From an optimization exercise on the open Yosys and OpenROAD flow, aimed at small area and a short achievable clock period; shortcuts taken in it are not production practice. Where RTL was checked, it was by simulation tests only, not by an equivalence proof against the original. Only the layout flow was run in runs 5 and 6; the RTL was not checked for function there.

## flow/design.v (module list and top-level ports; edited modules follow where they fit)
// module coefficient_regs: 69 lines
// module state_chain: 29 lines
// module stage2_a: 193 lines
// module stage2_b: 311 lines
// module den_add: 80 lines
// module mul_cs: 631 lines
// module iir_filter: 180 lines
module iir_filter (
	input  logic clk,
	input  logic rst,
	input  logic signed [14:0] data,
	input  logic data_en,
	input  logic wb_cyc,
	input  logic wb_stb,
	input  logic wb_we,
	input  logic [2:0] wb_adr,
	input  logic [31:0] wb_dat_i,
	output logic [31:0] wb_dat_o,
	output logic wb_ack,
	output logic signed [14:0] data_out,
	output logic data_out_en
);
  // ...
==> flow/run.sh <==
#!/bin/bash
# synth_recipe.tcl (not shown) runs the flow's synth.tcl, then flattens the netlist and writes it again
# the make line also repeats each setting of config.mk as NAME=value (left out here)
make -C /OpenROAD-flow-scripts/flow DESIGN_CONFIG=/design/flow/config.mk WORK_HOME=/design/flow/orfs CLKGATE_MAP_FILE= SYNTH_SCRIPT=/design/flow/synth_recipe.tcl finish
==> flow/config.mk <==
export PLATFORM = sky130hd
export DESIGN_NAME = iir_filter
export DESIGN_NICKNAME = iir_filter
export VERILOG_FILES = /design/flow/design.v
export SDC_FILE = /design/flow/constraint.sdc
export NUM_CORES = 4
export LEC_CHECK = 0
export CAP_MARGIN = 20
export CORE_MARGIN = 2
export CORE_UTILIZATION = 50
export SETUP_SLACK_MARGIN = 4.5
export SLEW_MARGIN = 20
==> flow/constraint.sdc <==
create_clock -name core_clock -period 8.0 [get_ports {clk}]
set_input_delay 1.6000 -clock core_clock [delete_from_list [all_inputs] [get_ports {clk}]]
set_output_delay 1.6000 -clock core_clock [all_outputs]
set_load 0.01 [all_outputs]
==> results.toml, run 1 <==
[cells_and_area]
fill_cells = 5716
multi_input_cells = 2525
buffers = 262

[worst_setup_path]
worstSetupStartpoint = "data[0]"
worstPathBufferInverterCount = 3
worstPathArrival_ns = 4.17
cp-start-kind = "primary input"

[logic_synthesis]
synth_top_family_by_area = "compound AO/OA/AOI/OAI gates"
synth.distinct_cells = 72
synthTopCellsByCount = "a21oi_1, inv_1, nor2_1, nand2_1, mux2_2"
synthSimpleGateAreaFrac_pct = 9.296
synthAdderAreaFrac_pct = 17.59
async_flop_share_pct = 63.52

[timing]
hold_viol_final = 0
period_minus_slack_ns = 3.650
skew_ns = 0.05018
finalSetupViolCount = 0
finalCritPeriodShare_pct = 45.62

[global_routing]
grtUsageMet3_pct = 3.462
globalRoute.busiestLayer = "met2"

[min_path]
hold_class = "reg -> reg"

[clock_network]
cts_resized = 160
post_cts_buffers = 29
clkSinkCount = 477

[die]
start_util_pct = 50.59
pin_count = 105

[route]
drtIter0Drc = 2792
drc = 0

[outcome]
status = "complete, no violations"
==> run 2: changes to the inputs <==
--- a/flow/config.mk
+++ b/flow/config.mk
@@ -8,5 +8,5 @@
 export CAP_MARGIN = 20
 export CORE_MARGIN = 2
 export CORE_UTILIZATION = 50
-export SETUP_SLACK_MARGIN = 4.5
+export SETUP_SLACK_MARGIN = 4.8
 export SLEW_MARGIN = 20
==> run 2 against run 1 <==
Net effect:
- fmax up 5.6%
- wire length increased by 3.9%
- non-clock buffer count is 134 higher
- critical path depth increased by 4
- first-iteration DRC count increased by 0.86%
- global-route usage is 1.4 points higher
- design area increased by 6.5%
- critical endpoint is now i_state_chain.w1[13]
- highest routed layer unchanged
==> results.toml, run 2 <==
[place]
globalplace.congestion = 0.9264
placed_area_um2 = 35580
numPortBuffers = 97
dp_hpwl_mm = 67.38
place_ws_ns = 2.968
placed_cells = 4353

[route]
wl_per_cell_um = 23.49
drt-pass1-iter-count = 6
vias_per_cell = 6.118
drc = 0
postRouteAntennaNets = 0
drtIter0Drc = 2816
postRouteWirelength_mm = 110.3
vias = 28740

[die]
die_y_um = 265.1
core_area_um2 = 67400
die_area_um2 = 70290
start_util_pct = 50.59
std_cell_rows = 95
pin_count = 105
die_w_um = 265.1

[logic_synthesis]
synth-seq-area-share_pct = 32.80
ys_top_cells_by_area = "dfrtp_1, fa_1, dfxtp_1"
synth_edf_count = 0
avgSynthCellArea_um2 = 9.364
syn_nets = 4031
yosysTopAreaCellShare_pct = 15.34
yosysWarningCount = 3
synth.distinct_cells = 72
synth_area_um2 = 34090
async_flop_share_pct = 63.52
synth_top_area_cell = "dfrtp_1"
synthTopCellsByCount = "a21oi_1, inv_1, nor2_1, nand2_1, mux2_2"
yosys_register_bits = 477
synth_flop_cell = "dfrtp_1"
yosysMostFrequentCell = "a21oi_1"
synth_cells = 3641

[min_path]
min_from = "s[3]"
min_path_cells = 0
hold_class = "reg -> reg"
hold_path_end = "s[4]"

[outcome]
status = "complete, no violations"

[global_routing]
grt_pass1_wl_mm = 166.2
grtUsageTotal_pct = 30.38
antenna_found_initial = 4
globalRoute.busiestLayer = "met2"
met1_usage_pct = 43.48
grt_max_degree = 163
first_global_vias = 27930
met2_usage_pct = 47.27
grtUsageMet3_pct = 4.027
grt_overflow = 0

[clock_network]
cts_tree = "done"
cts_buffers = 53
max-clock-path-buffers = 3
clk_latency_ns = 0.63
clk_pin_slew_ns = 0.06
cts-root-buf = "clkbuf_16"
cts_hold_buf = 0
htree_levels = 2
clkSinkCount = 477

[worst_setup_path]
critPathRequiredTime_ns = 8.55
reg2reg_to = "i_state_chain.w1[13]"
endpoint_kind = "register"
cp-start-kind = "register"
cpMostUsedCell = "a21oi_4"
worstSetupPathType = "reg -> reg"
cp_slowest_cell = "or4_1"
r2r_cells = 16
worstPathArrival_ns = 4.01
slowest_delay_ns = 0.47
critPathMaxFanout = 4
reg2reg_slack_ns = 4.54
crit_chain = "ha_1, inv_1, fa_2, nand2b_4, a21oi_4, o21a_1, nor2_1, o21ba_2, xor2_2, ha_4, inv_2, or3_4, a21oi_4, nor4_1, or4_1, nand3_1"
r2r-start = "den_s[0]"

[timing]
period_minus_slack_ns = 3.457
finalCritPeriodShare_pct = 43.21
skew_ns = 0.03573
relSlewSlack_pct = 23.20
fmax_mhz = 289.3
finalSetupTns_ns = 0
hold_viol_final = 0
maxSlewViolCount = 0
rsz0062_at_grt = "yes"
worst_pin_slew_ns = 1.147
hold_slack_ns = 0.3517
finalSetupViolCount = 0
setup_ws_ns = 4.543

[cells_and_area]
fill_cells = 5448
fin_cells = 4697
final_util_pct = 62.72
drive_gt1_share_pct = 31.46
multi_input_area_um2 = 22310
seq_area_um2 = 11310
fin_nets = 4166
mostFrequentLayoutCells = "a21oi_1, nand2_1, nor2_1"
fin_area_um2 = 42270
mostFrequentLayoutCell = "a21oi_1"
syn_to_final_growth_pct = 23.98

[run]
maxCapViolCount = 0
[run 2: worst max-delay path by stage]
stage                        start              endpoint  cells past startpoint
after floorplan                rst              den_c[0]                      1
after global placement       wb_we                 ga[5]                      7
after detailed placement     wb_we                 ga[5]                      7
after CTS                 den_s[0]  i_state_chain.w1[14]                     15
after global routing      den_s[0]  i_state_chain.w1[14]                     15
final                     den_s[0]  i_state_chain.w1[13]                     16
[run 2: what timing repair did]
action,4_1_cts,5_1_grt
setup endpoints to repair,329,95
setup buffers,132,75
endpoints found under the hold margin,0,0
gates resized for setup,438,215
cloned,27,7
pin swaps,141,154
[run 2: layout make-up]
type / count / area share (%)
clock buffer: 84 / 3.703
timing repair buffer: 396 / 10.58
inverter: 318 / 3.061
clock inverter: 16 / 0.5003
antenna: 3 / 0.01776
multi-input combinational: 2528 / 52.78
sequential: 477 / 26.75
timing repair inverter: 2 / 0.02960
tap: 873 / 2.584
[run 2: logic make-up (layout without fill, tap and decap cells)]
family          after synthesis  after routing  synth area share, %
xor+xnor                    142            142                3.648
fa+ha+maj                   353            353                17.59
buf+inv                     639            816                7.340
compound gates              982            983                18.20
other cells                   0              3                    0
flops                       477            477                32.80
simple gates                718            720                9.296
mux                         330            330                11.12
[run 2: worst max-delay path: cells and delay by family (launching register included)]
kind | cells | cell delay [ns]
compound gates | 4 | 0.70
simple gates | 6 | 1.24
fa+ha+maj | 3 | 0.81
flops | 1 | 0.35
xor+xnor | 1 | 0.17
buf+inv | 2 | 0.10
[run 2: routing by layer]
metal  wire, µm  vias up
li1           -    12840
met1      46980    14270
met2      49780     1351
met3       8919      277
met4       4634        0
met5          0        -
==> run 3: changes to the inputs <==
==> flow/flow/run.sh (new file) <==
#!/bin/bash
# The standard layout (standard.sh) with one placement option changed:
# the input and output ports are buffered with buf_2 cells instead of the
# cell buffer_ports picks by itself. The make output goes to standard.log;
# ORFS keeps each step's own log in orfs/logs.
set -o pipefail
export BUFFER_PORTS_ARGS="-buffer_cell sky130_fd_sc_hd__buf_2"
bash standard.sh finish > standard.log 2>&1
==> flow/standard.sh (new file) <==
#!/bin/bash
# synth_recipe.tcl (not shown) runs the flow's synth.tcl, then flattens the netlist and writes it again
# the make line also repeats each setting of config.mk as NAME=value (left out here)
make -C /OpenROAD-flow-scripts/flow DESIGN_CONFIG=/design/flow/config.mk WORK_HOME=/design/flow/orfs CLKGATE_MAP_FILE= SYNTH_SCRIPT=/design/flow/synth_recipe.tcl "${@:-finish}"
--- a/flow/config.mk
+++ b/flow/config.mk
@@ -5,8 +5,11 @@
 export SDC_FILE = /design/flow/constraint.sdc
 export NUM_CORES = 4
 export LEC_CHECK = 0
+export ABC_AREA = 1
 export CAP_MARGIN = 20
 export CORE_MARGIN = 2
 export CORE_UTILIZATION = 50
-export SETUP_SLACK_MARGIN = 4.8
+export CTS_CLUSTER_DIAMETER = 75
+export CTS_CLUSTER_SIZE = 30
+export SETUP_SLACK_MARGIN = 4.6
 export SLEW_MARGIN = 20
removed: flow/run.sh
==> run 3 against run 2 <==
Net effect:
- still clean on timing, DRC and antenna
- area after synthesis decreased by 11%
- count of clock-buffer cells in the layout fell by 49
- sequential share of layout area up 5.2 points
- non-clock buffer count shrank 125
- setup slack got worse by 0.14 ns
- first-iteration DRC count is 30% lower
- critical endpoint is now pb_s[10]
- largest cell class unchanged
- highest routed layer is now met5
==> results.toml, run 3 <==
[outcome]
status = "complete, no violations"

[die]
core_area_um2 = 60250
start_util_pct = 50.55
die_y_um = 250.8
std_cell_rows = 90
die_area_um2 = 62890
die_w_um = 250.8
pin_count = 105

[timing]
finalSetupViolCount = 0
fmax_mhz = 277.7
maxSlewViolCount = 0
finalCritPeriodShare_pct = 45.01
hold_viol_final = 0
finalSetupTns_ns = 0
relSlewSlack_pct = 31.63
setup_ws_ns = 4.399
rsz0062_at_grt = "yes"
period_minus_slack_ns = 3.601
worst_pin_slew_ns = 1.026
skew_ns = 0.04742

[route]
drtIter0Drc = 1975
drt-pass1-iter-count = 6
drc = 0
vias = 25180
postRouteAntennaNets = 0
postRouteWirelength_mm = 93.82
wl_per_cell_um = 20.88
vias_per_cell = 5.604

[logic_synthesis]
synth_flop_cell = "dfrtp_1"
synth_edf_count = 0
yosysWarningCount = 3
async_flop_share_pct = 63.52
synth-seq-area-share_pct = 36.72
yosys_register_bits = 477
synth_area_um2 = 30450
syn_nets = 3956
yosysTopAreaCellShare_pct = 17.17
synthTopCellsByCount = "inv_1, nand2_1, o21ai_0, fa_1, xor2_1"
synth_top_area_cell = "dfrtp_1"
ys_top_cells_by_area = "dfrtp_1, fa_1, dfxtp_1"
avgSynthCellArea_um2 = 8.539
yosysMostFrequentCell = "inv_1"
synth_cells = 3566
synth.distinct_cells = 45

[worst_setup_path]
endpoint_kind = "register"
worstSetupStartpoint = "wb[3]"
worstSetupPathType = "reg -> reg"
critPathRequiredTime_ns = 8.44
r2r-start = "wb[3]"
worstPathArrival_ns = 4.04
cp-start-kind = "register"
r2r_cells = 16
critPathMaxFanout = 7

[global_routing]
first_global_vias = 24860
grt_overflow = 0
grt_max_degree = 82
antenna_found_initial = 1
grt_pass1_wl_mm = 143.2
grtUsageTotal_pct = 29.64

[cells_and_area]
fill_cells = 5353
fin_nets = 4076
mostFrequentLayoutCell = "inv_1"
seq_area_um2 = 11210
mostFrequentLayoutCells = "inv_1, nand2_1, o21ai_0"
n_antenna_cell = 0
drive_gt1_share_pct = 19.46
multi_input_area_um2 = 17140
syn_to_final_growth_pct = 15.36

[min_path]
min_from = "s[3]"
hold_class = "reg -> reg"
min_path_cells = 0

[place]
numPortBuffers = 97
place_ws_ns = 3.594
globalplace.congestion = 0.9110
dp_hpwl_mm = 65.84

[clock_network]
clkSinkCount = 477
cts_buffers = 34
max-clock-path-buffers = 3
clk_latency_ns = 0.59
htree_levels = 2
cts_tree = "done"
clk_pin_slew_ns = 0.10
cts-root-buf = "clkbuf_16"

[run]
maxCapViolCount = 0
-- run 3: changes by cell type after synthesis, sizes merged, moves of 72 or more --
cell,before,now
nor2,274,154
nand3,15,87
a211oi,82,2
inv,314,631
clkbuf,227,109
o22ai,96,198
xor2,49,216
a21oi,340,91
mux2,250,0
o21ai,158,414
nand2,266,599
xnor2,93,20
-- run 3: per-layer routing --
layer | wire, µm | share of wire (%) | GRT usage, %
met5 | 11 | 0.012 | 0
met4 | 3645 | 3.9 | 10.92
met3 | 6022 | 6.4 | 3.997
met2 | 45790 | 49 | 50.62
met1 | 38360 | 41 | 38.58
-- run 3: worst paths after layout --
kind	to	slack, ns
min reg2reg	s[4]	0.37
min	s[4]	0.37
max reg2reg	pb_s[10]	4.40
max in group asynchronous	i_state_chain.w1[0]	5.35
min in group asynchronous	i_coefficient_regs.g_a1[1]	1.13
max	pb_s[10]	4.40
-- run 3: kinds of logic after synthesis --
family                     share of synthesized area, %
xor gates and xnor gates                          6.788
buffers and inverters                             10.58
and+or+nand+nor                                   11.27
AOI/OAI and AO/OA                                 15.57
DFF                                               36.72
adders and majority gates                         19.07
-- run 3: worst max-delay path, cell delays in order, from the launching register on --
cell        delay [ns]
dfxtp_2           0.35
buf_12            0.12
clkinvlp_4        0.15
buf_4             0.17
buf_6             0.12
nand2_4           0.07
nand2_4           0.08
buf_12            0.16
o22ai_2           0.18
xor2_2            0.10
fa_2              0.57
inv_1             0.07
fa_1              0.38
inv_1             0.08
fa_1              0.41
inv_1             0.07
fa_1              0.39
-- run 3: what timing repair did --
| item | 4_1_cts | 5_1_grt |
|---|---|---|
| buffers inserted | 72 | 66 |
| hold buffers | 0 | 0 |
| pin swaps | 31 | 110 |
| endpoints found under the setup margin | 61 | 48 |
| gates cloned | 1 | 0 |
| gates resized for setup | 162 | 215 |
| endpoints found under the hold margin | 0 | 0 |
-- run 3: metrics by stage --
step | util, % | hold slack [ns] | instance area (µm²) | instances
floorplan | - | 0.3312 | 30470 | 3566
global placement | 52.18 | 0.3387 | 31440 | 4293
detailed placement | 52.18 | 0.3524 | 31440 | 4293
CTS | 56.07 | 0.3742 | 33780 | 4427
global route | 58.31 | 0.4013 | 35130 | 4493
finish | 58.31 | 0.3714 | 35130 | 4493
-- run 3: area by class of cell --
class / count / area share, %
Timing Repair inverter: 1 / 0.01425
Multi-Input combinational cell: 2262 / 48.80
Inverter: 639 / 7.280
Clock buffer: 35 / 2.493
Clock inverter: 26 / 1.093
Sequential cell: 477 / 31.92
Timing Repair Buffer: 271 / 5.617
Tap cell: 782 / 2.785
==> run 4: changes to the inputs <==
--- a/flow/config.mk
+++ b/flow/config.mk
@@ -11,5 +11,5 @@
 export CORE_UTILIZATION = 50
 export CTS_CLUSTER_DIAMETER = 75
 export CTS_CLUSTER_SIZE = 30
-export SETUP_SLACK_MARGIN = 4.6
+export SETUP_SLACK_MARGIN = 4.4
 export SLEW_MARGIN = 20
==> run 4 against run 3 <==
Net effect:
- clock skew rose by 0.011 ns
- sequential share of layout area up 1.3 points
- cell count is 1.4% lower
- design area shrank 3.7%
- via count down 1.6%
- critical path depth stayed put
- area after synthesis unchanged
- hold slack got worse by 0.016 ns
- highest routed layer unchanged
==> results.toml, run 4 <==
[die]
start_util_pct = 50.55
die_w_um = 250.8
pin_count = 105
die_area_um2 = 62890
std_cell_rows = 90
core_area_um2 = 60250
die_y_um = 250.8

[timing]
period_minus_slack_ns = 3.629
maxSlewViolCount = 0
relSlewSlack_pct = 25.46
rsz0062_at_grt = "yes"
setup_ws_ns = 4.371
finalCritPeriodShare_pct = 45.36
finalSetupViolCount = 0
skew_ns = 0.05861
worst_pin_slew_ns = 1.118
hold_viol_final = 0
finalSetupTns_ns = 0
fmax_mhz = 275.6

[cells_and_area]
mostFrequentLayoutCell = "inv_1"
mostFrequentLayoutCells = "inv_1, nand2_1, o21ai_0"
drive_gt1_share_pct = 14.45
n_antenna_cell = 0
syn_to_final_growth_pct = 11.08
fin_cells = 4429
fin_nets = 4013

[logic_synthesis]
synth_flop_cell = "dfrtp_1"
synthTopCellsByCount = "inv_1, nand2_1, o21ai_0, fa_1, xor2_1"
synth_area_um2 = 30450
yosysMostFrequentCell = "inv_1"
avgSynthCellArea_um2 = 8.539
yosys_register_bits = 477
synth_top_area_cell = "dfrtp_1"
synth-seq-area-share_pct = 36.72
synth_edf_count = 0
ys_top_cells_by_area = "dfrtp_1, fa_1, dfxtp_1"
syn_nets = 3956
synth_cells = 3566
async_flop_share_pct = 63.52
yosysTopAreaCellShare_pct = 17.17
yosysWarningCount = 3
synth.distinct_cells = 45

[route]
drc = 0
vias = 24770
postRouteWirelength_mm = 90.90
postRouteAntennaNets = 0
drtIter0Drc = 2190
drt-pass1-iter-count = 6
vias_per_cell = 5.592
wl_per_cell_um = 20.52

[worst_setup_path]
cpMostUsedCell = "inv_1"
cp_slowest_cell = "fa_2"
critPathMaxFanout = 12
worstSetupPathType = "reg -> reg"
worstPathArrival_ns = 4.17
worstPathBufferInverterCount = 8
cp-start-kind = "register"
cp_top_family = "adder cells"
slowest_delay_ns = 0.52
crit_chain = "buf_12, clkinvlp_4, nand2_2, inv_2, nor2_4, clkinv_4, buf_4, o22ai_2, xor2_1, fa_2, inv_1, fa_2, fa_1, inv_1, fa_1, inv_1"
critPathRequiredTime_ns = 8.54
endpoint_kind = "register"

[place]
place_ws_ns = 3.322
dp_hpwl_mm = 64.73
globalplace.congestion = 0.9379
numPortBuffers = 97
placed_cells = 4288

[clock_network]
htree_levels = 1
clk_latency_ns = 0.65
clk_pin_slew_ns = 0.11
clkSinkCount = 477
cts-root-buf = "clkbuf_16"
cts_buffers = 30
cts_hold_buf = 0
max-clock-path-buffers = 3
cts_tree = "done"

[outcome]
status = "complete, no violations"

[global_routing]
grtUsageTotal_pct = 28.60
grt_pass1_wl_mm = 139.4
grt_overflow = 0
antenna_found_initial = 4
first_global_vias = 24630
grt_max_degree = 152

[min_path]
hold_class = "reg -> reg"

[run]
maxCapViolCount = 0
==> run 4: routing by layer <==
metal  global-route usage, %  wire [µm]  vias up
met5                       0         57        -
li1                        -          -    11500
met2                   47.94      43310     1003
met1                   37.49      37280    12050
met3                   4.411       6373      207
met4                   10.85       3887        8
==> run 4: repair_timing <==
item	4_1_cts	5_1_grt
gates cloned	2	4
gates resized for setup	83	112
endpoints found under the hold margin	0	0
pin swaps	6	38
endpoints found under the setup margin	66	73
setup buffers	29	50
==> run 4: cells by family after synthesis <==
group / synth area share [%]
flip-flops: 36.72
adder cells (fa/ha/maj): 19.07
AO/OA/AOI/OAI: 15.57
AND/OR/NAND/NOR: 11.27
XOR/XNOR: 6.788
buffers and inverters: 10.58
==> run 4: worst paths after layout <==
path,startpoint,to,slack [ns],cells past startpoint
hold reg to reg,s[3],s[4],0.36,0
max in group asynchronous,rst,i_coefficient_regs.g_b0[14],5.36,4
hold / removal,s[3],s[4],0.36,0
setup / recovery,wb[3],pb_s[8],4.37,16
min in group asynchronous,rst,i_coefficient_regs.g_a1[15],0.88,2
setup reg to reg,wb[3],pb_s[8],4.37,16
==> run 4: stage by stage <==
| stage | hold slack [ns] | instance area [µm²] | util, % |
|---|---|---|---|
| 3_3_place_gp | 0.3387 | 31410 | 52.14 |
| 5_1_grt | 0.3623 | 33830 | 56.15 |
| 4_1_cts | 0.3595 | 33030 | 54.82 |
| 3_5_place_dp | 0.3364 | 31410 | 52.14 |
| 2_1_floorplan | 0.3312 | 30460 | - |
| 6_report | 0.3557 | 33830 | 56.15 |
==> run 4: layout make-up <==
type / count / area [µm²]
clock inverter: 24 / 394.1
multi-input combinational: 2264 / 16510
timing repair inverter: 3 / 15.01
tap: 782 / 978.4
inverter: 639 / 2502
clock buffer: 32 / 768.2
sequential: 477 / 11220
fill: 5450 / 26420
timing repair buffer: 208 / 1439
==> run 4: worst register-to-register path, delay by kind of cell, from the launching register on <==
| family | cells | cell delay [ns] |
|---|---|---|
| adders and majority gates | 4 | 1.86 |
| buffers and inverters | 8 | 0.77 |
| and+or+nand+nor | 2 | 0.26 |
| xor gates and xnor gates | 1 | 0.10 |
| DFF | 1 | 0.36 |
| AOI/OAI and AO/OA | 1 | 0.16 |
==> module coefficient_regs, before the edit <==
module coefficient_regs (
	input  logic clk,
	input  logic rst,
	input  logic wb_cyc,
	input  logic wb_stb,
	input  logic wb_we,
	input  logic [2:0] wb_adr,
	input  logic [31:0] wb_dat_i,
	output logic [31:0] wb_dat_o,
	output logic wb_ack,
	output logic wr,
	output logic [24:0] g_b0, g_b1, g_b2, g_b3, g_a1, g_a2, g_a3,
	output logic [24:0] n_b0, n_b1, n_b2, n_b3, n_a1, n_a2, n_a3
);
	logic ack_q;
	logic access;
	logic [24:0] rd_q;
	logic [24:0] rd_d;
	assign access = wb_cyc && wb_stb && !ack_q;
	assign wr = access && wb_we;
	always_ff @(posedge clk or posedge rst) begin
		if (rst) ack_q <= 1'b0;
		else ack_q <= access;
	end
	assign wb_ack = ack_q;
	assign n_b0 = (wr && wb_adr == 3'd0) ? wb_dat_i[24:0] : g_b0;
	assign n_b1 = (wr && wb_adr == 3'd1) ? wb_dat_i[24:0] : g_b1;
	assign n_b2 = (wr && wb_adr == 3'd2) ? wb_dat_i[24:0] : g_b2;
	assign n_b3 = (wr && wb_adr == 3'd3) ? wb_dat_i[24:0] : g_b3;
	assign n_a1 = (wr && wb_adr == 3'd4) ? wb_dat_i[24:0] : g_a1;
	assign n_a2 = (wr && wb_adr == 3'd5) ? wb_dat_i[24:0] : g_a2;
	assign n_a3 = (wr && wb_adr == 3'd6) ? wb_dat_i[24:0] : g_a3;
	always_ff @(posedge clk or posedge rst) begin
		if (rst) begin
			g_b0 <= iir_filter_pkg::rst_b0;
			g_b1 <= iir_filter_pkg::rst_b1;
			g_b2 <= iir_filter_pkg::rst_b2;
			g_b3 <= iir_filter_pkg::rst_b3;
			g_a1 <= iir_filter_pkg::rst_a1;
			g_a2 <= iir_filter_pkg::rst_a2;
			g_a3 <= iir_filter_pkg::rst_a3;
		end else begin
			g_b0 <= n_b0;
			g_b1 <= n_b1;
			g_b2 <= n_b2;
			g_b3 <= n_b3;
			g_a1 <= n_a1;
			g_a2 <= n_a2;
			g_a3 <= n_a3;
		end
	end
	always_comb begin
		case (wb_adr)
			3'd0: rd_d = g_b0;
			3'd1: rd_d = g_b1;
			3'd2: rd_d = g_b2;
			3'd3: rd_d = g_b3;
			3'd4: rd_d = g_a1;
			3'd5: rd_d = g_a2;
			3'd6: rd_d = g_a3;
			default: rd_d = '0;
		endcase
		if (wb_we && wb_adr != 3'd7) rd_d = wb_dat_i[24:0];
	end
	always_ff @(posedge clk) begin
		rd_q <= rd_d;
	end
	assign wb_dat_o = {{7{rd_q[24]}}, rd_q};
endmodule
==> module iir_filter, before the edit <==
module iir_filter (
	input  logic clk,
	input  logic rst,
	input  logic signed [14:0] data,
	input  logic data_en,
	input  logic wb_cyc,
	input  logic wb_stb,
	input  logic wb_we,
	input  logic [2:0] wb_adr,
	input  logic [31:0] wb_dat_i,
	output logic [31:0] wb_dat_o,
	output logic wb_ack,
	output logic signed [14:0] data_out,
	output logic data_out_en
);
	logic wr;
	logic [24:0] g_b0, g_b1, g_b2, g_b3, g_a1, g_a2, g_a3;
	logic [24:0] n_b0, n_b1, n_b2, n_b3, n_a1, n_a2, n_a3;
	logic [14:0] w1, w2, w3;
	logic [14:0] den_s, den_c, num_s, num_c;
	logic [14:0] ra, rb_s, rb_c;
	logic [14:0] ya, yb_s, yb_c;
	logic [4:0] s;
	logic samp;
	logic oen_q;
	coefficient_regs i_coefficient_regs (
		.clk      (clk),
		.rst      (rst),
		.wb_cyc   (wb_cyc),
		.wb_stb   (wb_stb),
		.wb_we    (wb_we),
		.wb_adr   (wb_adr),
		.wb_dat_i (wb_dat_i),
		.wb_dat_o (wb_dat_o),
		.wb_ack   (wb_ack),
		.wr       (wr),
		.g_b0     (g_b0),
		.g_b1     (g_b1),
		.g_b2     (g_b2),
		.g_b3     (g_b3),
		.g_a1     (g_a1),
		.g_a2     (g_a2),
		.g_a3     (g_a3),
		.n_b0     (n_b0),
		.n_b1     (n_b1),
		.n_b2     (n_b2),
		.n_b3     (n_b3),
		.n_a1     (n_a1),
		.n_a2     (n_a2),
		.n_a3     (n_a3)
	);
	state_chain i_state_chain (
		.clk     (clk),
		.rst     (rst),
		.data    (data),
		.data_en (data_en),
		.den_s   (den_s),
		.den_c   (den_c),
		.w1      (w1),
		.w2      (w2),
		.w3      (w3)
	);
	logic start;
	assign start = data_en || wr;
	always_ff @(posedge clk or posedge rst) begin
		if (rst) begin
			s <= '0;
			samp <= 1'b0;
			oen_q <= 1'b0;
		end else begin
			s[0] <= start;
			s[1] <= s[0] && !start;
			s[2] <= s[1] && !start;
			s[3] <= s[2] && !start;
			s[4] <= s[3];
			if (start) samp <= data_en;
			oen_q <= s[1] && samp;
		end
	end
	logic [20:0] ga, gb;
	logic [14:0] wb;
	always_ff @(posedge clk) begin
		begin
			if (start) ga <= n_b0[20:0];
			else if (s[0]) ga <= g_a1[20:0];
			else if (s[1]) ga <= g_b1[20:0];
			else ga <= '0;
			if (start) gb <= n_a2[20:0];
			else if (s[0]) gb <= g_a3[20:0];
			else if (s[1]) gb <= g_b2[20:0];
			else if (s[2]) gb <= g_b3[20:0];
			else gb <= '0;
		end
	end
	always_ff @(posedge clk) begin
		if (data_en) wb <= w1;
		else if ((s[0] || s[2]) && !wr) wb <= w3;
		else wb <= w2;
	end
	logic [14:0] ha_s, ha_c;
	logic ha_y;
	mul_cs i_mul_a (
		.w  (w1),
		.g  (ga),
		.hs (ha_s),
		.hc (ha_c),
		.cy (ha_y)
	);
	logic [14:0] hb_s, hb_c;
	logic hb_y;
	mul_cs i_mul_b (
		.w  (wb),
		.g  (gb),
		.hs (hb_s),
		.hc (hb_c),
		.cy (hb_y)
	);
	logic [14:0] pa_s, pa_c, pb_s, pb_c;
	logic pa_y, pb_y;
	always_ff @(posedge clk) begin
		pa_s <= ha_s;
		pa_c <= ha_c;
		pa_y <= ha_y;
		pb_s <= hb_s;
		pb_c <= hb_c;
		pb_y <= hb_y;
	end
	stage2_a i_stage2_a (
		.hs   (pa_s),
		.hc   (pa_c),
		.cy   (pa_y),
		.add0 (num_s),
		.add1 (num_c),
		.y    (ya)
	);
	logic use_a;
	assign use_a = !s[1];
	stage2_b i_stage2_b (
		.hs   (pb_s),
		.hc   (pb_c),
		.cy   (pb_y),
		.hs2  (use_a ? pa_s : 15'd0),
		.hc2  (use_a ? pa_c : 15'd0),
		.cy2  (use_a && pa_y),
		.add0 (rb_s),
		.add1 (rb_c),
		.ys   (yb_s),
		.yc   (yb_c)
	);
	always_ff @(posedge clk or posedge rst) begin
		if (rst) begin
			ra <= '0;
			den_s <= '0;
			den_c <= '0;
			num_s <= '0;
			num_c <= '0;
		end else begin
			ra <= ya;
			if (s[2]) begin
				den_s <= yb_s;
				den_c <= yb_c;
			end
			if (s[4]) begin
				num_s <= yb_s;
				num_c <= yb_c;
			end
		end
	end
	always_ff @(posedge clk) begin
		if (s[0] || s[2]) begin
			rb_s <= '0;
			rb_c <= '0;
		end else begin
			rb_s <= yb_s;
			rb_c <= yb_c;
		end
	end
	assign data_out = ra;
	assign data_out_en = oen_q;
endmodule
==> run 5: changes to the inputs <==
--- a/flow/design.v
+++ b/flow/design.v
@@ -31,20 +31,32 @@
 	logic access;
 	logic [24:0] rd_q;
 	logic [24:0] rd_d;
+	logic wr_q;
+	logic [2:0] adr_q;
+	logic [24:0] dat_q;
 	assign access = wb_cyc && wb_stb && !ack_q;
 	assign wr = access && wb_we;
 	always_ff @(posedge clk or posedge rst) begin
-		if (rst) ack_q <= 1'b0;
-		else ack_q <= access;
+		if (rst) begin
+			ack_q <= 1'b0;
+			wr_q <= 1'b0;
+		end else begin
+			ack_q <= access;
+			wr_q <= wr;
+		end
+	end
+	always_ff @(posedge clk) begin
+		adr_q <= wb_adr;
+		dat_q <= wb_dat_i[24:0];
 	end
 	assign wb_ack = ack_q;
-	assign n_b0 = (wr && wb_adr == 3'd0) ? wb_dat_i[24:0] : g_b0;
-	assign n_b1 = (wr && wb_adr == 3'd1) ? wb_dat_i[24:0] : g_b1;
-	assign n_b2 = (wr && wb_adr == 3'd2) ? wb_dat_i[24:0] : g_b2;
-	assign n_b3 = (wr && wb_adr == 3'd3) ? wb_dat_i[24:0] : g_b3;
-	assign n_a1 = (wr && wb_adr == 3'd4) ? wb_dat_i[24:0] : g_a1;
-	assign n_a2 = (wr && wb_adr == 3'd5) ? wb_dat_i[24:0] : g_a2;
-	assign n_a3 = (wr && wb_adr == 3'd6) ? wb_dat_i[24:0] : g_a3;
+	assign n_b0 = (wr_q && adr_q == 3'd0) ? dat_q : g_b0;
+	assign n_b1 = (wr_q && adr_q == 3'd1) ? dat_q : g_b1;
+	assign n_b2 = (wr_q && adr_q == 3'd2) ? dat_q : g_b2;
+	assign n_b3 = (wr_q && adr_q == 3'd3) ? dat_q : g_b3;
+	assign n_a1 = (wr_q && adr_q == 3'd4) ? dat_q : g_a1;
+	assign n_a2 = (wr_q && adr_q == 3'd5) ? dat_q : g_a2;
+	assign n_a3 = (wr_q && adr_q == 3'd6) ? dat_q : g_a3;
 	always_ff @(posedge clk or posedge rst) begin
 		if (rst) begin
 			g_b0 <= iir_filter_pkg::rst_b0;
@@ -1412,17 +1424,15 @@
 	logic [20:0] ga, gb;
 	logic [14:0] wb;
 	always_ff @(posedge clk) begin
-		begin
-			if (start) ga <= n_b0[20:0];
-			else if (s[0]) ga <= g_a1[20:0];
-			else if (s[1]) ga <= g_b1[20:0];
-			else ga <= '0;
-			if (start) gb <= n_a2[20:0];
-			else if (s[0]) gb <= g_a3[20:0];
-			else if (s[1]) gb <= g_b2[20:0];
-			else if (s[2]) gb <= g_b3[20:0];
-			else gb <= '0;
-		end
+		if (s[0]) ga <= n_a1[20:0];
+		else if (s[1]) ga <= n_b1[20:0];
+		else if (s[2]) ga <= '0;
+		else ga <= n_b0[20:0];
+		if (wr) gb <= (wb_adr == 3'd5) ? wb_dat_i[20:0] : n_a2[20:0];
+		else if (s[0]) gb <= n_a3[20:0];
+		else if (s[1]) gb <= n_b2[20:0];
+		else if (s[2]) gb <= n_b3[20:0];
+		else gb <= n_a2[20:0];
 	end
 	always_ff @(posedge clk) begin
 		if (data_en) wb <= w1;
==> flow/run.sh (new file) <==
#!/bin/bash
# synth_recipe.tcl (not shown) runs the flow's synth.tcl, then flattens the netlist and writes it again
# the make line also repeats each setting of config.mk as NAME=value (left out here)
make -C /OpenROAD-flow-scripts/flow DESIGN_CONFIG=/design/flow/config.mk WORK_HOME=/design/flow/orfs CLKGATE_MAP_FILE= SYNTH_SCRIPT=/design/flow/synth_recipe.tcl finish
==> flow/config.mk (replaced) <==
export PLATFORM = sky130hd
export DESIGN_NAME = iir_filter
export DESIGN_NICKNAME = iir_filter
export VERILOG_FILES = /design/flow/design.v
export SDC_FILE = /design/flow/constraint.sdc
export NUM_CORES = 4
export LEC_CHECK = 0
export CAP_MARGIN = 20
export CORE_MARGIN = 2
export CORE_UTILIZATION = 50
export SETUP_SLACK_MARGIN = 4.3
export SLEW_MARGIN = 20
removed: flow/flow/run.sh
removed: flow/standard.sh
==> run 5 against run 4 <==
Net effect:
- critical path type unchanged
- still clean on timing, DRC and antenna
- area after synthesis is 17% higher
- die area increased by 17%
- hold slack improved by 0.013 ns
==> results.toml, run 5 <==
[cells_and_area]
syn_to_final_growth_pct = 11.41
fin_area_um2 = 39820
final_util_pct = 55.99
mostFrequentLayoutCells = "nand2_1, inv_1, nor2_1"
drive_gt1_share_pct = 16.13
mostFrequentLayoutCell = "nand2_1"
fin_nets = 4216
fill_cells = 6429

[route]
drc = 0
drtIter0Drc = 2474
vias = 28120
postRouteAntennaNets = 0
postRouteWirelength_mm = 105.6
vias_per_cell = 5.825
drt-pass1-iter-count = 6
wl_per_cell_um = 21.88

[logic_synthesis]
synth.distinct_cells = 68
async_flop_share_pct = 60.08
synthTopCellsByCount = "nand2_1, inv_1, nor2_1, o21ai_0, a21oi_1"
synth_flop_cell = "dfrtp_1"
ys_top_cells_by_area = "dfrtp_1, fa_1, dfxtp_1"
synth_edf_count = 0
yosysMostFrequentCell = "nand2_1"
yosys_register_bits = 506
synth_area_um2 = 35740
synth-seq-area-share_pct = 32.93
synth_cells = 3927
yosysWarningCount = 3
avgSynthCellArea_um2 = 9.100
yosysTopAreaCellShare_pct = 14.70
syn_nets = 4317
synth_top_area_cell = "dfrtp_1"

[timing]
finalCritPeriodShare_pct = 47.20
period_minus_slack_ns = 3.776
fmax_mhz = 264.9
hold_viol_final = 0
skew_ns = 0.04878
worst_pin_slew_ns = 1.091
finalSetupTns_ns = 0
relSlewSlack_pct = 27.15
finalSetupViolCount = 0
rsz0062_at_grt = "yes"
maxSlewViolCount = 0

[min_path]
min_path_cells = 0
hold_class = "reg -> reg"

[worst_setup_path]
endpoint_kind = "register"
reg2reg_slack_ns = 4.22
critPathMaxFanout = 3
endpoint = "i_state_chain.w1[12]"
r2r_cells = 16
cp-start-kind = "register"
worstPathArrival_ns = 4.27
r2r-start = "den_c[0]"
worstSetupPathType = "reg -> reg"
critPathRequiredTime_ns = 8.50
reg2reg_to = "i_state_chain.w1[12]"
worstSetupStartpoint = "den_c[0]"

[clock_network]
cts_hold_buf = 0
clk_latency_ns = 0.65
max-clock-path-buffers = 3
htree_levels = 2
cts_buffers = 57
clkSinkCount = 506
clk_pin_slew_ns = 0.06
cts-root-buf = "clkbuf_16"
cts_tree = "done"

[global_routing]
grtUsageTotal_pct = 28.36
first_global_vias = 26870
grt_max_degree = 117
grt_pass1_wl_mm = 162.3
antenna_found_initial = 3
grt_overflow = 0

[die]
core_area_um2 = 71120
die_y_um = 271.3
start_util_pct = 50.25
pin_count = 105
std_cell_rows = 98
die_w_um = 271.3
die_area_um2 = 73630

[place]
dp_hpwl_mm = 71.45
placed_area_um2 = 37120
globalplace.congestion = 0.8893
numPortBuffers = 97

[outcome]
status = "complete, no violations"

[run]
maxCapViolCount = 0
[run 5: cell types whose count changed after synthesis, sizes merged, moves of 53 or more]
cell    before  now
a21oi       91  277
clkbuf     109  261
inv        631  328
maj3         0   67
mux2         0  232
mux2i        0   80
nand2      599  387
nand3       87   27
nor2       154  307
nor2b        0   53
o21ai      414  304
o22ai      198   87
xnor2       20   85
xor2       216   38
[run 5: cell families after synthesis]
group                      Yosys count  share of synthesized area (%)
adders and majority gates          401                          18.13
xor gates and xnor gates           124                          3.078
AOI/OAI and AO/OA                  997                          17.12
buffers and inverters              679                          7.345
muxes                              329                          10.62
DFF                                506                          32.93
and+or+nand+nor                    891                          10.77
[run 5: what timing repair did]
action,4_1_cts,5_1_grt
hold endpoints to repair,0,0
setup endpoints to repair,66,65
buffers inserted,6,10
pin swaps,19,21
cloned,2,1
resized for setup,64,77
[run 5: how the worst min path moves through the flow]
stage                     slack [ns]  start   end
after CTS                       0.36   s[3]  s[4]
after detailed placement        0.35   s[3]  s[4]
after global placement          0.35   s[3]  s[4]
final                           0.37   s[3]  s[4]
after floorplan                 0.33   s[3]  s[4]
after global routing            0.37   s[3]  s[4]
[run 5: stage by stage]
stage               setup slack, ns  std cells  hold WS, ns
floorplan                     2.434       3927       0.3312
global placement              3.448       4698       0.3490
detailed placement            3.409       4698       0.3503
CTS                           4.057       4814       0.3641
global route                  4.077       4825       0.3692
finish                        4.224       4827       0.3692
[run 5: cell type report]
cell class	count	area, µm²	share of cell area, %
Clock buffer	79	1599	4.016
Clock inverter	29	352.8	0.8862
Tap cell	950	1189	2.985
Timing Repair Buffer	186	1942	4.877
Multi-Input combinational cell	2742	21640	54.35
Sequential cell	506	11830	29.70
Antenna cell	2	5.005	0.01257
Inverter	333	1265	3.177
[run 5: metal layers]
| layer | routed length, µm | global-route usage, % | vias up | part of all wire, % |
|---|---|---|---|---|
| met5 | 0 | 0 | - | 0 |
| met4 | 2964 | 8.068 | 0 | 2.8 |
| met3 | 5879 | 3.299 | 125 | 5.6 |
| met2 | 47490 | 44.11 | 775 | 45 |
| met1 | 49290 | 41.73 | 14050 | 47 |
| li1 | - | - | 13170 | - |
[run 5: worst max-delay path, cell delays in order (launching register included)]
cell and delay (ns):
dfrtp_1 0.38, ha_2 0.19, inv_2 0.05, fa_2 0.25
nor2b_4 0.05, o31a_1 0.27, o41a_1 0.42, nor2_2 0.13
fa_2 0.51, ha_4 0.29, a21oi_4 0.14, nand2b_1 0.13
a21oi_2 0.06, a311oi_2 0.28, buf_4 0.17, xnor2_1 0.05
mux2_4 0.25
==> run 6: changes to the inputs <==
==> flow/flow/run.sh (new file) <==
#!/bin/bash
# The standard layout (standard.sh), with two placement options changed:
#  - MATCH_CELL_FOOTPRINT=0: the resizer may swap a cell for one of
#    another footprint (the platform sets 1)
#  - port buffers are buf_2 cells
# The make output goes to standard.log; ORFS keeps each step's log in orfs/logs.
set -o pipefail
export BUFFER_PORTS_ARGS="-buffer_cell sky130_fd_sc_hd__buf_2"
bash standard.sh MATCH_CELL_FOOTPRINT=0 finish > standard.log 2>&1
==> flow/standard.sh (new file) <==
#!/bin/bash
# synth_recipe.tcl (not shown) runs the flow's synth.tcl, then flattens the netlist and writes it again
# the make line also repeats each setting of config.mk as NAME=value (left out here)
make -C /OpenROAD-flow-scripts/flow DESIGN_CONFIG=/design/flow/config.mk WORK_HOME=/design/flow/orfs CLKGATE_MAP_FILE= SYNTH_SCRIPT=/design/flow/synth_recipe.tcl "${@:-finish}"
removed: flow/run.sh
==> run 6 against run 5 <==
Net effect:
- sequential share of layout area up 0.28 points
- utilization down 0.55 points
- first-iteration DRC count up 8.0%
- via count up 0.19%
- count of clock-buffer cells in the layout up 2
- synthesized cell count unchanged
- area after synthesis unchanged
- critical path type unchanged
- highest routed layer unchanged
==> results.toml, run 6 <==
[logic_synthesis]
avgSynthCellArea_um2 = 9.100
async_flop_share_pct = 60.08
yosysWarningCount = 3
syn_nets = 4317
synth_cells = 3927
synth_top_area_cell = "dfrtp_1"
synthTopCellsByCount = "nand2_1, inv_1, nor2_1, o21ai_0, a21oi_1"
synth_flop_cell = "dfrtp_1"
yosysTopAreaCellShare_pct = 14.70
synth.distinct_cells = 68
ys_top_cells_by_area = "dfrtp_1, fa_1, dfxtp_1"
synth_area_um2 = 35740
synth_edf_count = 0
yosys_register_bits = 506
synth-seq-area-share_pct = 32.93
yosysMostFrequentCell = "nand2_1"

[cells_and_area]
fin_cells = 4838
drive_gt1_share_pct = 18.60
mostFrequentLayoutCell = "nand2_1"
fin_area_um2 = 39430
fin_nets = 4228
final_util_pct = 55.44
n_antenna_cell = 0
syn_to_final_growth_pct = 10.32
mostFrequentLayoutCells = "nand2_1, inv_1, nor2_1"

[route]
drtIter0Drc = 2671
vias_per_cell = 5.823
drt-pass1-iter-count = 9
wl_per_cell_um = 21.96
vias = 28170
postRouteWirelength_mm = 106.2
postRouteAntennaNets = 0
drc = 0

[place]
numPortBuffers = 97
dp_hpwl_mm = 71.00
place_ws_ns = 3.722
placed_area_um2 = 36650
placed_cells = 4697
globalplace.congestion = 0.8909

[die]
die_area_um2 = 73630
core_area_um2 = 71120
start_util_pct = 50.25
die_y_um = 271.3
pin_count = 105
die_w_um = 271.3
std_cell_rows = 98

[timing]
fmax_mhz = 270.7
finalCritPeriodShare_pct = 46.18
period_minus_slack_ns = 3.694
skew_ns = 0.04425
finalSetupTns_ns = 0
setup_ws_ns = 4.306
hold_viol_final = 0
hold_slack_ns = 0.3476
finalSetupViolCount = 0
rsz0062_at_grt = "yes"
worst_pin_slew_ns = 1.019
maxSlewViolCount = 0
relSlewSlack_pct = 31.89

[clock_network]
cts_tree = "done"
cts-root-buf = "clkbuf_16"
clk_pin_slew_ns = 0.06
clkSinkCount = 506
cts_hold_buf = 0
cts_buffers = 58
max-clock-path-buffers = 3
htree_levels = 2
clk_latency_ns = 0.66

[outcome]
status = "complete, no violations"

[worst_setup_path]
worstPathArrival_ns = 4.26
endpoint_kind = "register"
cp_top_family = "compound AO/OA/AOI/OAI gates"
cp_slowest_cell = "o41a_1"
slowest_delay_ns = 0.42
reg2reg_slack_ns = 4.31
cp-start-kind = "register"
critPathMaxFanout = 3
cpMostUsedCell = "o21ai_1"
crit_chain = "ha_2, inv_2, fa_2, nor2b_4, o31a_1, o41a_1, o21ai_1, nand2b_1, a21oi_2, xor2_2, ha_4, o21ai_4, nor2_2, a311oi_2, o21ai_1, and3_1, o31ai_2"
worstSetupPathType = "reg -> reg"
worstPathBufferInverterCount = 1
critPathRequiredTime_ns = 8.57

[run]
maxCapViolCount = 0

[global_routing]
grt_pass1_wl_mm = 162.4
first_global_vias = 26750
grtUsageTotal_pct = 28.32
antenna_found_initial = 1
grt_overflow = 0
grt_max_degree = 123

[min_path]
hold_class = "reg -> reg"
## run 6: cell counts after synthesis
Identical to the previous run, type by type.
## run 6: cell type report
| cell class | count | area, µm² |
|---|---|---|
| Multi-Input combinational cell | 2742 | 21630 |
| Sequential cell | 506 | 11820 |
| Tap cell | 950 | 1189 |
| Inverter | 333 | 1269 |
| Clock inverter | 29 | 301.5 |
| Clock buffer | 81 | 1660 |
| Timing Repair Buffer | 197 | 1551 |
| Fill cell | 6471 | 31690 |
## run 6: repair_timing
action                     CTS  global route
gates resized for setup     69            67
setup endpoints to repair   48            37
buffers inserted            15            10
cloned                       0             6
pin swaps                   16            14
## run 6: final timing paths
kind,start,end,cells past startpoint
max,den_s[0],i_state_chain.w1[14],17
min,s[3],s[4],0
max reg2reg,den_s[0],i_state_chain.w1[14],17
min reg2reg,s[3],s[4],0
max in group asynchronous,rst,i_coefficient_regs.g_b3[13],4
min in group asynchronous,rst,ra[12],2
## run 6: cell families (layout without fill, tap and decap cells)
group	Yosys count	after routing	synth area share [%]
xor gates and xnor gates	124	124	3.078
AOI/OAI and AO/OA	997	997	17.12
and+or+nand+nor	891	891	10.77
buffers and inverters	679	640	7.345
adders and majority gates	401	401	18.13
muxes	329	329	10.62
DFF	506	506	32.93
## run 6: metal layers
| layer | global-route usage, % | wire [µm] | part of all wire (%) |
|---|---|---|---|
| met5 | 0 | 0 | 0 |
| met4 | 7.403 | 2816 | 2.7 |
| met3 | 2.990 | 6419 | 6.0 |
| met2 | 44.33 | 48010 | 45 |
| met1 | 41.88 | 48980 | 46 |

## afterwards: timing with drivers on the ports
Ports are ideal in the flow. The routed layouts listed here were re-timed in OpenROAD. Step 1 sets driving cells, clkbuf_16 on the clock port and buf_2 on the other inputs (assumed; they add their load-dependent delay and slew). Step 2 adds t to the input delays and takes it off the output delays; t is the mean of the earliest and latest rising clock arrival at the registers after step 1. Input paths then give back, and output paths get back, about the clock's delay inside the block. Three values: ideal, step 1, step 2; two values: the first two.
run	t, ns	setup WS [ns]	worst setup path at the end	worst data-port slew with drivers (ns)	cell pins on the clock port's net
run 1	0.670	4.350 / 4.353 / 3.720	input to register	0.08	1
run 2	0.679	4.543 / 4.543 / 4.032	input to register	0.09	1
run 3	0.628	4.399 / 4.399 / 4.101	input to register	0.09	1
run 4	0.688	4.371 / 4.371 / 3.889	input to register	0.09	1
run 5	0.693	4.224 / 4.224 / 3.605	input to register	0.06	1
run 6	0.707	4.306 / 4.306 / 3.737	input to register	0.07	1
After both steps every run listed still meets setup and hold. For run 1, which loses most, drivers alone change the setup slack by +0.003 ns; drivers and shift together by -0.630 ns.
